Source: an optimization exercise on an open RTL-to-GDS flow (aim: small area, a short achievable clock period and few clock cycles). Production flows keep margins and buffers that such runs may drop.
At most, simulation tests tie the RTL to the original design; equivalence was not proved.

// md_slow_top
module md_slow_top (
	input  logic        clk_i,
	input  logic        rst_ni,
	input  logic        mult_en_i,
	input  logic        div_en_i,
	input  logic [1:0]  operator_i,
	input  logic [1:0]  signed_mode_i,
	input  logic [31:0] op_a_i,
	input  logic [31:0] op_b_i,
	output logic [31:0] result_o,
	output logic        valid_o
);
Size: about 2,900 cells after synthesis, about 130 flip-flops, ~110 I/O pins.
==> flow/config.mk <==
export PLATFORM = sky130hd
export DESIGN_NAME = md_slow_top
export DESIGN_NICKNAME = md_slow_top
export VERILOG_FILES = /design/flow/design.v
export SDC_FILE = /design/flow/constraint.sdc
export NUM_CORES = 4
export LEC_CHECK = 0
export ABC_AREA = 1
export CAP_MARGIN = 20
export CORE_MARGIN = 2
export CORE_UTILIZATION = 45
export SETUP_SLACK_MARGIN = 2.5
export SLEW_MARGIN = 20
==> flow/constraint.sdc <==
create_clock -name core_clock -period 8.0 [get_ports {clk_i}]
set_input_delay 1.6000 -clock core_clock [delete_from_list [all_inputs] [get_ports {clk_i}]]
set_output_delay 1.6000 -clock core_clock [all_outputs]
set_load 0.01 [all_outputs]
standard.sh (not shown) runs the stock make flow with config.mk's settings and CLKGATE_MAP_FILE= SYNTH_SCRIPT=/design/flow/synth_recipe.tcl, a recipe that flattens the netlist after the stock synthesis.
==> flow/flow/run.sh <==
#!/bin/bash
# The standard layout, except that the port buffers are plain buf_2 cells
# instead of the delay-cell buffers that buffer_ports picks by default.
# make's full output goes to flow.log in the work folder.
set -euo pipefail
bash standard.sh "BUFFER_PORTS_ARGS=-buffer_cell sky130_fd_sc_hd__buf_2" finish > flow.log 2>&1
Edit:
- SETUP_SLACK_MARGIN: 2.5 -> 3.0
Outcome: The changed run passed the timing, design-rule and antenna checks. Design area grows by 5.5%. Die area is unchanged. Routed wire length increases by 1.7%. Fmax rises by 8.7%. Synthesized cell count does not change. Via count went up by 1.7%. Core utilization came out higher by 2.8 points. Sequential share of layout area falls by 0.91 points.
Function was not checked in any run of this note: the RTL went through the layout flow alone.

========
md_slow_top, a different RTL version from the one above (not shown whole).
Size: ~2900 cells after synthesis, about 140 flip-flops, roughly 0.018 mm^2 of cells after synthesis.
clock: 8.0 ns
lec_check: 0
abc_area: 1
cap_margin: 20
core_margin: 2
core_utilization: 35
setup_slack_margin: 3.0
slew_margin: 20
Scripts as last shown in full above: flow/flow/run.sh
The starting point finished clean.
Testbench counts at the start, summed over its fixed seeds: cycles 19,363.
Edit:
Settings changed: CORE_UTILIZATION 35 to 55.
What happened: Fmax is lower by 3.4%; cell area is higher by 1.3%; setup slack degrades by 0.17 ns; die area is lower by 36%; count of clock-buffer cells in the layout is higher by 2; cell count is lower by 5.9%; global-route usage is higher by 14 points; synthesized cell count stays the same.
Edit:
Settings changed: CORE_UTILIZATION 55 to 45.
The new run finished with timing, DRC and antenna clean.
Die area climbs by about a fifth.
Final area hardly moves.
Area after synthesis does not change.
Utilization decreases by 11 points.
Wire length climbs by a little under a tenth.
Worst setup slack gets better by 0.048 ns.
Global-route usage shrinks by 4.1 points.
Critical path depth climbs by 5.
Clock skew is about the same.
Clock-buffer cell count fell by 2.
Edit:
Settings changed: SETUP_SLACK_MARGIN 3.0 to 3.5.
After rerunning: Routed wire length is about the same. Die area stays the same. Register-to-register slack gets better by 0.09 ns. Critical path depth rises by 3. Worst setup slack gets worse by 0.11 ns. Synthesized cell count is unchanged. Sequential share of layout area falls by 1.9 points. Utilization rises by 6.2 points. Worst hold slack gets worse by 0.0053 ns. Synthesized area is unchanged.

========
Starting RTL as in the previous note.
## md_slow_top
module md_slow_top (
	input  logic        clk_i,
	input  logic        rst_ni,
	input  logic        mult_en_i,
	input  logic        div_en_i,
	input  logic [1:0]  operator_i,
	input  logic [1:0]  signed_mode_i,
	input  logic [31:0] op_a_i,
	input  logic [31:0] op_b_i,
	output logic [31:0] result_o,
	output logic        valid_o
);
==> flow/config.mk <==
export PLATFORM = sky130hd
export DESIGN_NAME = md_slow_top
export DESIGN_NICKNAME = md_slow_top
export VERILOG_FILES = /design/flow/design.v
export SDC_FILE = /design/flow/constraint.sdc
export NUM_CORES = 4
export LEC_CHECK = 0
export ABC_AREA = 1
export CAP_MARGIN = 20
export CORE_MARGIN = 2
export CORE_UTILIZATION = 45
export SETUP_SLACK_MARGIN = 2.5
export SLEW_MARGIN = 20
==> flow/constraint.sdc <==
create_clock -name core_clock -period 8.0 [get_ports {clk_i}]
set_input_delay 1.6000 -clock core_clock [delete_from_list [all_inputs] [get_ports {clk_i}]]
set_output_delay 1.6000 -clock core_clock [all_outputs]
set_load 0.01 [all_outputs]
Scripts as last shown in full above: flow/flow/run.sh
The first run went through all stages and came out clean.
Testbench counts at the start, summed over its fixed seeds: cycles 19,363.
Change:
==> flow/run.sh (new file) <==
#!/bin/bash
# synth_recipe.tcl (not shown) runs the flow's synth.tcl, then flattens the netlist and writes it again
# the make line also repeats each setting of config.mk as NAME=value (left out here)
make -C /OpenROAD-flow-scripts/flow DESIGN_CONFIG=/design/flow/config.mk WORK_HOME=/design/flow/orfs CLKGATE_MAP_FILE= SYNTH_SCRIPT=/design/flow/synth_recipe.tcl finish
removed: flow/flow/run.sh
removed: flow/standard.sh
Effect: Register-to-register slack gets better by 20 ps; sequential cell count stays the same; area after synthesis is unchanged; core utilization grows by 1.6 points; first-iteration DRC count shrinks slightly; worst setup slack gets worse by 150 ps.
Change:
==> flow/flow/run.sh (new file) <==
#!/bin/bash
# The standard layout, except that the port buffers are plain buf_2 cells
# instead of the delay-cell buffers that buffer_ports picks by default.
# make's full output goes to flow.log in the work folder.
set -euo pipefail
bash standard.sh "BUFFER_PORTS_ARGS=-buffer_cell sky130_fd_sc_hd__buf_2" finish > flow.log 2>&1
==> flow/standard.sh (new file) <==
#!/bin/bash
# synth_recipe.tcl (not shown) runs the flow's synth.tcl, then flattens the netlist and writes it again
# the make line also repeats each setting of config.mk as NAME=value (left out here)
make -C /OpenROAD-flow-scripts/flow DESIGN_CONFIG=/design/flow/config.mk WORK_HOME=/design/flow/orfs CLKGATE_MAP_FILE= SYNTH_SCRIPT=/design/flow/synth_recipe.tcl "${@:-finish}"
CORE_UTILIZATION = 25   (was 45)
SETUP_SLACK_MARGIN = 3.0   (was 2.5)
removed: flow/run.sh
Outcome:
- global-route usage goes down by 16 points
- cell count climbs by 13%
- die area rose by 78%
- worst setup slack is better by 460 ps

re-timing with driven ports:
No port has a modelled driver above. Below, the same layouts with a new extraction and two added sets of constraints.
Step 1 assumes that a clkbuf_16 drives the clock port and a buf_2 every other input.
Step 2 moves the port delays by t, midway between the first and last clock arrival at a register: inputs arrive t later, outputs are due t later. That takes back most of the time a late clock gives input paths.
Slacks: no drivers / after step 1 / after step 2; pairs: no drivers / after step 1.
run	t (ns)	setup WS [ns]	worst hold slack (ns)	worst slew at a driven data input, ns	pins driven straight from the clock port
the first run of note 1	0.524	2.596 / 2.596 / 2.169	0.593 / 0.593 / 0.593	0.04	1
the second run of note 1	0.512	3.030 / 2.950 / 2.438	0.568 / 0.568 / 0.568	0.14	1
the first run of note 2	0.538	3.242 / 3.233 / 2.695	0.601 / 0.601 / 0.601	0.06	1
the second run of note 2	0.504	3.073 / 3.073 / 2.658	0.599 / 0.599 / 0.599	0.08	1
the third run of note 2	0.532	3.121 / 3.127 / 2.594	0.603 / 0.603 / 0.603	0.09	1
the fourth run of note 2	0.521	3.012 / 3.010 / 2.489	0.598 / 0.598 / 0.598	0.08	1
the first run of note 3	0.508	2.808 / 2.808 / 2.351	0.603 / 0.603 / 0.603	0.04	1
the second run of note 3	0.504	2.655 / 2.681 / 2.177	0.591 / 0.591 / 0.591	0.04	1
the third run of note 3	0.522	3.111 / 3.120 / 2.598	0.613 / 0.613 / 0.613	0.06	1
After both steps every run listed still meets setup and hold. The setup slack of the second run of note 1, which loses most, moves by -0.080 ns with the drivers and by -0.592 ns with both steps.
